This is an optimization exercise on Yosys and OpenROAD, whose aim is small area, a short achievable clock period and few clock cycles, not a production implementation.
The clock port is modelled as an ideal driver, which makes a skipped or thinned clock tree look cheaper than it is; a real chip needs a root buffer or a tree.

==> run a: inputs <==
==> flow/design.v <==
package echoPortalPkg;
  typedef struct packed {
    logic [7:0]  wordCount;   
    logic [7:0]  method;
    logic [15:0] portal;
  } portalHeaderT;
  typedef struct packed {
    logic [7:0]                                 method;
    logic [2:0]                                 wordCount;   
    logic [4-1:0][32-1:0] words;
  } requestMsgT;
  typedef struct packed {
    logic [7:0]                                 method;
    logic [2:0]                                 wordCount;   
    logic [5-1:0][32-1:0] words;
  } indicationMsgT;
endpackage
`timescale 1ns/10ps
module echoPortalTop (
  input  logic                  CLK,
  input  logic                  RST_N,
  input  logic                  sinkBeat,
  input  logic [32-1:0] sinkData,
  input  logic                  sinkLast,
  output logic                  sinkReady,
  input  logic                  sourceBeat,
  output logic                  sourceValid,
  output logic [32-1:0] sourceData,
  output logic                  sourceLast,
  output logic                  badPortal
);
  localparam int D = 4;    
  localparam int M = 3;    
  localparam logic [1:0] C_ECHO = 2'd0, C_SWAP = 2'd1, C_SUM = 2'd2, C_ERR = 2'd3;
  localparam int SEG = 4;                   
  localparam int NS  = 32 / SEG;     
  logic          inHdr;      
  logic          pend;       
  logic [2:0]    cnt;        
  logic          curBad;     
  logic [1:0]    curCls;     
  logic [1:0]    hdrCls;
  logic          taken, keepSt, commit, endEv, push;
  logic [2:0]    pushK;      
  logic [2:0]    pushKOut;   
  logic [32-1:0] mem [D];
  logic [D-1:0]  wrOH;       
  logic [D-1:0]  rdOH;       
  logic [D-1:0]  occT;       
  logic          pop;
  logic [1:0]    mCls [M];
  logic [2:0]    mKOut[M];   
  logic [M-1:0]  mWrOH, mRdOH;
  logic [M-1:0]  mOccT;      
  logic          mPop, qPush;
  always_comb begin
    case (sinkData[23:16])
      8'h00: hdrCls = C_ECHO;
      8'h01: hdrCls = C_SWAP;
      8'h02:  hdrCls = C_SUM;
      default:      hdrCls = C_ERR;
    endcase
  end
  assign taken  = sinkBeat && sinkReady;
  assign keepSt = !inHdr && !cnt[2] && !curBad && (curCls != C_ERR);
  assign commit = taken && keepSt;
  assign endEv  = pend || (taken && sinkLast && !inHdr);
  assign push   = endEv && !curBad;
  assign pushK    = (inHdr || curCls == C_ERR) ? 3'd0 : (cnt[2] ? 3'd4 : cnt + 3'd1);
  assign pushKOut = pushK + {2'd0, curCls == C_SUM};
  always_ff @(posedge CLK) begin
    if (!RST_N) begin
      inHdr     <= 1'b1;
      pend      <= 1'b0;
      cnt       <= '0;
      curBad    <= 1'b0;
      curCls    <= C_ECHO;
      badPortal <= 1'b0;
    end else begin
      badPortal <= endEv && curBad;
      pend      <= taken && sinkLast && inHdr;
      if (taken) begin
        inHdr <= sinkLast;
        if (inHdr) begin
          curBad <= (sinkData[15:0] != 16'h0005);
          curCls <= hdrCls;
          cnt    <= '0;
        end else if (!cnt[2]) begin
          cnt <= cnt + 3'd1;
        end
      end
    end
  end
  always_ff @(posedge CLK) begin
    for (int i = 0; i < D; i++)
      if (wrOH[i] && !occT[D-1]) mem[i] <= sinkData;
  end
  always_ff @(posedge CLK) begin
    for (int i = 0; i < M; i++)
      if (mWrOH[i] && !mOccT[M-1]) begin
        mCls[i]  <= curCls;
        mKOut[i] <= pushKOut;
      end
  end
  logic [D-1:0] occTNext, wrOHNext;
  logic         fullNext, nextKeep, mRoom0, mRoom1, pendGood;
  logic [M-1:0] mOccA;
  always_comb begin
    for (int i = 0; i < D; i++)
      occTNext[i] = ((i + 1 < D) ? occT[(i + 1) % D] : 1'b0)
                  | (occT[i] && (!pop || commit))
                  | (((i > 0) ? occT[(i + D - 1) % D] : 1'b1) && commit && !pop);
    wrOHNext = commit ? {wrOH[D-2:0], wrOH[D-1]} : wrOH;
    fullNext = !pop && (occT[D-1] || (occT[D-2] && commit));
    nextKeep = taken ? (!sinkLast && (inHdr || (keepSt && cnt < 3'd3))) : keepSt;
    pendGood = pend && !curBad;
    mOccA    = mPop ? {1'b0, mOccT[M-1:1]} : mOccT;
    mRoom0   = pendGood ? !mOccA[M-2] : !mOccA[M-1];
    mRoom1   = pendGood ? !mOccA[M-3] : !mOccA[M-2];
  end
  always_ff @(posedge CLK) begin
    if (!RST_N) begin
      occT      <= '0;
      wrOH      <= D'(1);
      rdOH      <= D'(1);
      mOccT     <= '0;
      mWrOH     <= M'(1);
      mRdOH     <= M'(1);
      sinkReady <= 1'b1;
    end else begin
      occT  <= occTNext;
      wrOH  <= wrOHNext;
      if (pop)   rdOH  <= {rdOH[D-2:0], rdOH[D-1]};
      if (qPush) mWrOH <= {mWrOH[M-2:0], mWrOH[M-1]};
      if (mPop)  mRdOH <= {mRdOH[M-2:0], mRdOH[M-1]};
      for (int i = 0; i < M; i++)
        mOccT[i] <= ((i + 1 < M) ? mOccT[(i + 1) % M] : 1'b0)
                  | (mOccT[i] && !(hdrGo && mOccT[0] && !push))
                  | (((i > 0) ? mOccT[(i + M - 1) % M] : 1'b1) && push && !hdrGo);
      sinkReady <= ((taken && sinkLast) ? mRoom1 : mRoom0) && !(fullNext && nextKeep);
    end
  end
  logic [2:0]            oRem;      
  logic                  oSwap, oSumPend;
  logic [32-1:0] acc;
  logic [NS-1:0]         accCy;     
  logic [32-1:0] accNext, cyVec, sumFold;
  logic [NS-1:0]         accCyNext;
  logic                  adv, idleOut, load, hdrGo;
  logic [32-1:0] head;
  logic [1:0]            qCls, hCls;
  logic [2:0]            qKOut, qK, hK, hKOut;
  always_comb begin
    accCyNext = '0;
    cyVec     = '0;
    for (int j = 0; j < NS; j++) begin
      logic [SEG-1:0] a, b, g, p;
      logic [SEG:0]   c;
      a = acc[j*SEG +: SEG];
      b = head[j*SEG +: SEG];
      g = a & b;
      p = a ^ b;
      c[0] = (j > 0) && accCy[j];
      for (int i = 1; i <= SEG; i++) begin
        logic t;
        t = c[0];
        for (int k = 0; k < i; k++) t = t & p[k];
        for (int k = 0; k < i; k++) begin
          logic u;
          u = g[k];
          for (int m = k + 1; m < i; m++) u = u & p[m];
          t = t | u;
        end
        c[i] = t;
      end
      accNext[j*SEG +: SEG] = p ^ c[SEG-1:0];
      if (j + 1 < NS) accCyNext[j+1] = c[SEG];
      if (j > 0) cyVec[j*SEG] = accCy[j];
    end
  end
  logic [NS-1:0] segAll, segK, segG, segCin;
  always_comb begin
    for (int j = 0; j < NS; j++) begin
      logic y;
      y = (j > 0) && accCy[j];
      segAll[j] = &acc[j*SEG +: SEG];
      segK[j]   = segAll[j] || ((acc[j*SEG +: SEG] == SEG'((1 << SEG) - 2)) && y);   
      segG[j]   = segAll[j] && y;                                                    
    end
    for (int j = 0; j < NS; j++) begin
      logic t;
      t = 1'b0;
      for (int i = 0; i < j; i++) begin
        logic u;
        u = segG[i];
        for (int k = i + 1; k < j; k++) u = u & segK[k];
        t = t | u;
      end
      segCin[j] = t;
    end
    for (int j = 0; j < NS; j++) begin
      logic y, d0, e;
      logic [SEG-1:0] a, r;
      y  = (j > 0) && accCy[j];
      a  = acc[j*SEG +: SEG];
      d0 = y ^ segCin[j];
      e  = (y && segCin[j]) || (a[0] && d0);    
      r[0] = a[0] ^ d0;
      for (int i = 1; i < SEG; i++) begin
        logic t;
        t = e;
        for (int k = 1; k < i; k++) t = t & a[k];
        r[i] = a[i] ^ t;
      end
      sumFold[j*SEG +: SEG] = r;
    end
  end
  always_comb begin
    head = '0;
    for (int i = 0; i < D; i++)
      head = head | (mem[i] & {32{rdOH[i]}});
    qCls = '0;
    qKOut = '0;
    for (int i = 0; i < M; i++) begin
      qCls  = qCls  | (mCls[i]  & {2{mRdOH[i]}});
      qKOut = qKOut | (mKOut[i] & {3{mRdOH[i]}});
    end
  end
  assign adv     = !sourceValid || sourceBeat;
  assign idleOut = !sourceValid || ((oRem == 3'd0) && !oSumPend);
  assign qK      = qKOut - {2'd0, qCls == C_SUM};
  assign hCls    = mOccT[0] ? qCls : curCls;
  assign hK      = mOccT[0] ? qK : pushK;
  assign hKOut   = mOccT[0] ? qKOut : pushKOut;
  assign load    = mOccT[0] || push;
  assign hdrGo   = adv && idleOut;           
  assign pop     = adv && sourceValid && (oRem != 3'd0);
  assign mPop    = hdrGo && mOccT[0];
  assign qPush   = push && !(hdrGo && !mOccT[0]);
  always_ff @(posedge CLK) begin
    if (!RST_N) begin
      sourceValid <= 1'b0;
      oRem        <= '0;
      oSumPend    <= 1'b0;
    end else if (adv) begin
      if (!idleOut) begin
        sourceValid <= 1'b1;
        if (oRem != 3'd0) oRem <= oRem - 3'd1;
        else              oSumPend <= 1'b0;
      end else begin
        sourceValid <= load;
        oRem        <= hK;
        oSumPend    <= (hCls == C_SUM);
      end
    end
  end
  always_ff @(posedge CLK) begin
    if (adv) begin
      if (!idleOut && oRem != 3'd0) begin
        sourceData <= oSwap ? {head[15:0], head[31:16]} : head;
        sourceLast <= (oRem == 3'd1) && !oSumPend;
        acc        <= accNext;
        accCy      <= accCyNext;
      end else if (!idleOut) begin
        sourceData <= sumFold;
        sourceLast <= 1'b1;
      end else begin
        sourceData <= {5'd0, hKOut,
                       (hCls == C_ERR) ? 8'hFF : {6'd0, hCls},
                       16'h0006};
        sourceLast <= (hKOut == 3'd0);
        oSwap      <= (hCls == C_SWAP);
        acc        <= '0;
        accCy      <= '0;
      end
    end
  end
endmodule
==> flow/flow/run.sh <==
#!/bin/bash
set -o pipefail
bash standard.sh SETUP_SLACK_MARGIN=5.75 \
  "BUFFER_PORTS_ARGS=-buffer_cell sky130_fd_sc_hd__buf_2" \
  "PRE_CTS_TCL=$PWD/flow/clock_tree.tcl" \
  finish > standard.log 2>&1
==> flow/flow/clock_tree.tcl <==
# Balanced two-level clock tree built in place of TritonCTS's. The flip-flops
# are cut into NL groups by median splits of the placement (largest group
# first, along its longer side); each group gets a leaf buffer at its centre.
# The leaves are cut the same way into NR groups, each driven by a root
# buffer at the centre of its leaves; the clock port drives the NR roots.
proc split_groups {pins n} {
  # pins: list of {x y item}; returns n groups
  set groups [list $pins]
  while {[llength $groups] < $n} {
    set bi 0
    for {set i 1} {$i < [llength $groups]} {incr i} {
      if {[llength [lindex $groups $i]] > [llength [lindex $groups $bi]]} { set bi $i }
    }
    set g [lindex $groups $bi]
    set xs [lmap p $g {lindex $p 0}]
    set ys [lmap p $g {lindex $p 1}]
    set w [expr {[tcl::mathfunc::max {*}$xs] - [tcl::mathfunc::min {*}$xs]}]
    set h [expr {[tcl::mathfunc::max {*}$ys] - [tcl::mathfunc::min {*}$ys]}]
    set axis [expr {$w >= $h ? 0 : 1}]
    set s [lsort -integer -index $axis $g]
    set half [expr {[llength $s] / 2}]
    set groups [lreplace $groups $bi $bi [lrange $s 0 [expr {$half - 1}]] [lrange $s $half end]]
  }
  return $groups
}
proc centre {g} {
  set sx 0; set sy 0
  foreach p $g { incr sx [lindex $p 0]; incr sy [lindex $p 1] }
  return [list [expr {$sx / [llength $g]}] [expr {$sy / [llength $g]}]]
}
proc add_buffer {block master name xy innet outname} {
  set inst [odb::dbInst_create $block $master $name]
  $inst setLocation [lindex $xy 0] [lindex $xy 1]
  $inst setPlacementStatus PLACED
  set net [odb::dbNet_create $block $outname]
  $net setSigType CLOCK
  [$inst findITerm A] connect $innet
  [$inst findITerm X] connect $net
  foreach t [$inst getITerms] {
    set st [[$t getMTerm] getSigType]
    if {$st eq "POWER"} { $t connect [$block findNet VDD] } elseif {$st eq "GROUND"} { $t connect [$block findNet VSS] }
  }
  return $net
}
proc mk_clock_tree {nr nl bufname rootname} {
  set db [ord::get_db]
  set block [ord::get_db_block]
  set clk [$block findNet CLK]
  set pins {}
  foreach it [$clk getITerms] {
    set bb [[$it getInst] getBBox]
    lappend pins [list [expr {([$bb xMin] + [$bb xMax]) / 2}] [expr {([$bb yMin] + [$bb yMax]) / 2}] $it]
  }
  set leaves {}
  set i 0
  foreach g [split_groups $pins $nl] {
    lappend leaves [concat [centre $g] [list $g $i]]
    incr i
  }
  set r 0
  foreach rg [split_groups $leaves $nr] {
    set rnet [add_buffer $block [$db findMaster $rootname] "clkroot_$r" [centre $rg] $clk "clknet_root_$r"]
    foreach l $rg {
      set li [lindex $l 3]
      set lnet [add_buffer $block [$db findMaster $bufname] "clkleaf_$li" [lrange $l 0 1] $rnet "clknet_leaf_$li"]
      foreach p [lindex $l 2] {
        set it [lindex $p 2]
        $it disconnect
        $it connect $lnet
      }
    }
    incr r
  }
}

mk_clock_tree 4 16 sky130_fd_sc_hd__clkbuf_16 sky130_fd_sc_hd__clkbuf_16

# the tree above replaces TritonCTS's, which this step would otherwise run
rename clock_tree_synthesis tritoncts_unused
proc clock_tree_synthesis {args} { puts "clock tree built by flow/clock_tree.tcl" }
==> flow/standard.sh <==
#!/bin/bash
# synth_recipe.tcl (not shown) runs the flow's synth.tcl, then flattens the netlist and writes it again
# the make line also repeats each setting of config.mk as NAME=value (left out here)
make -C /OpenROAD-flow-scripts/flow DESIGN_CONFIG=/design/flow/config.mk WORK_HOME=/design/flow/orfs CLKGATE_MAP_FILE= SYNTH_SCRIPT=/design/flow/synth_recipe.tcl "${@:-finish}"
==> flow/config.mk <==
export PLATFORM = sky130hd
export DESIGN_NAME = echoPortalTop
export DESIGN_NICKNAME = echoPortalTop
export VERILOG_FILES = /design/flow/design.v
export SDC_FILE = /design/flow/constraint.sdc
export NUM_CORES = 4
export LEC_CHECK = 0
export CAP_MARGIN = 20
export CORE_MARGIN = 2
export CORE_UTILIZATION = 40
export SETUP_SLACK_MARGIN = 5
export SLEW_MARGIN = 20
==> flow/constraint.sdc <==
create_clock -name core_clock -period 8.5 [get_ports {CLK}]
set_input_delay 1.7000 -clock core_clock [delete_from_list [all_inputs] [get_ports {CLK}]]
set_output_delay 1.7000 -clock core_clock [all_outputs]
set_load 0.01 [all_outputs]
==> run b (differences from run a) <==
--- a/flow/design.v
+++ b/flow/design.v
@@ -156,62 +156,9 @@
     for (int j = 0; j < NS; j++) begin
-      logic [SEG-1:0] a, b, g, p;
-      logic [SEG:0]   c;
-      a = acc[j*SEG +: SEG];
-      b = head[j*SEG +: SEG];
-      g = a & b;
-      p = a ^ b;
-      c[0] = (j > 0) && accCy[j];
-      for (int i = 1; i <= SEG; i++) begin
-        logic t;
-        t = c[0];
-        for (int k = 0; k < i; k++) t = t & p[k];
-        for (int k = 0; k < i; k++) begin
-          logic u;
-          u = g[k];
-          for (int m = k + 1; m < i; m++) u = u & p[m];
-          t = t | u;
-        end
-        c[i] = t;
-      end
-      accNext[j*SEG +: SEG] = p ^ c[SEG-1:0];
-      if (j + 1 < NS) accCyNext[j+1] = c[SEG];
+      logic [SEG:0] t;
+      t = {1'b0, acc[j*SEG +: SEG]} + {1'b0, head[j*SEG +: SEG]} + {{SEG{1'b0}}, (j > 0) && accCy[j]};
+      accNext[j*SEG +: SEG] = t[SEG-1:0];
+      if (j + 1 < NS) accCyNext[j+1] = t[SEG];
       if (j > 0) cyVec[j*SEG] = accCy[j];
     end
-  end
-  logic [NS-1:0] segAll, segK, segG, segCin;
-  always_comb begin
-    for (int j = 0; j < NS; j++) begin
-      logic y;
-      y = (j > 0) && accCy[j];
-      segAll[j] = &acc[j*SEG +: SEG];
-      segK[j]   = segAll[j] || ((acc[j*SEG +: SEG] == SEG'((1 << SEG) - 2)) && y);   
-      segG[j]   = segAll[j] && y;                                                    
-    end
-    for (int j = 0; j < NS; j++) begin
-      logic t;
-      t = 1'b0;
-      for (int i = 0; i < j; i++) begin
-        logic u;
-        u = segG[i];
-        for (int k = i + 1; k < j; k++) u = u & segK[k];
-        t = t | u;
-      end
-      segCin[j] = t;
-    end
-    for (int j = 0; j < NS; j++) begin
-      logic y, d0, e;
-      logic [SEG-1:0] a, r;
-      y  = (j > 0) && accCy[j];
-      a  = acc[j*SEG +: SEG];
-      d0 = y ^ segCin[j];
-      e  = (y && segCin[j]) || (a[0] && d0);    
-      r[0] = a[0] ^ d0;
-      for (int i = 1; i < SEG; i++) begin
-        logic t;
-        t = e;
-        for (int k = 1; k < i; k++) t = t & a[k];
-        r[i] = a[i] ^ t;
-      end
-      sumFold[j*SEG +: SEG] = r;
-    end
+    sumFold = acc + cyVec;
   end
==> flow/flow/run.sh (replaced) <==
#!/bin/bash
set -o pipefail
bash standard.sh SETUP_SLACK_MARGIN=5.85 \
  "BUFFER_PORTS_ARGS=-buffer_cell sky130_fd_sc_hd__buf_2" \
  "PRE_CTS_TCL=$PWD/flow/clock_tree.tcl" \
  finish > standard.log 2>&1
==> impl_metrics.json <==
{
  "status": "finished clean",
  "fin_nets": 1153,
  "post-cts-setup-buffer-count": 17,
  "slowest_stage": "dfxtp_2",
  "switchingPower_w": 0.000559,
  "dpl_cell_area_mm2": 0.0125,
  "p_per_area_mw_per_mm2": 180,
  "final_cells": 1424,
  "synth_top_cells_by_count": "edfxtp_1 (216), nand2_1 (92), a21oi_1 (65)"
}
[end of results for run a]
==> impl_metrics.json <==
{
  "final_cells": 1422,
  "slowest_stage": "dfxtp_4",
  "post-cts-setup-buffer-count": 30,
  "switchingPower_w": 0.000569,
  "p_per_area_mw_per_mm2": 179,
  "status": "finished clean",
  "fin_nets": 1132,
  "dpl_cell_area_mm2": 0.0126
}
[end of results for run b]
No run of this note included a check of the RTL's function; only the layout flow was run. No run of this note takes its clock network from TritonCTS; it comes from the design's own scripts or RTL.

-- static timing again, ports no longer ideal --
Ports are ideal in the flow. The routed layouts listed here were re-timed in OpenROAD. Step 1 sets driving cells, clkbuf_16 on the clock port and buf_2 on the other inputs (assumed; they add their load-dependent delay and slew). Step 2 times the ports against the registers' clock, not the clock port: input delays grow and output delays shrink by t, the midpoint of the rising clock arrivals with the driver on. Slacks: ideal / step 1 / step 2; pairs: ideal / step 1.
run | t, ns | setup slack, ns | worst setup path at the end | slew at the worst register clock pin (ns)
run a | 0.399 | 5.634 / 5.532 / 5.580 | input to register | 0.08 / 0.08
run b | 0.398 | 5.752 / 5.653 / 5.577 | input to register | 0.08 / 0.08
After both steps every run listed still meets setup and hold. The setup slack of run b, which loses most, moves by -0.099 ns with the drivers and by -0.175 ns with both steps.
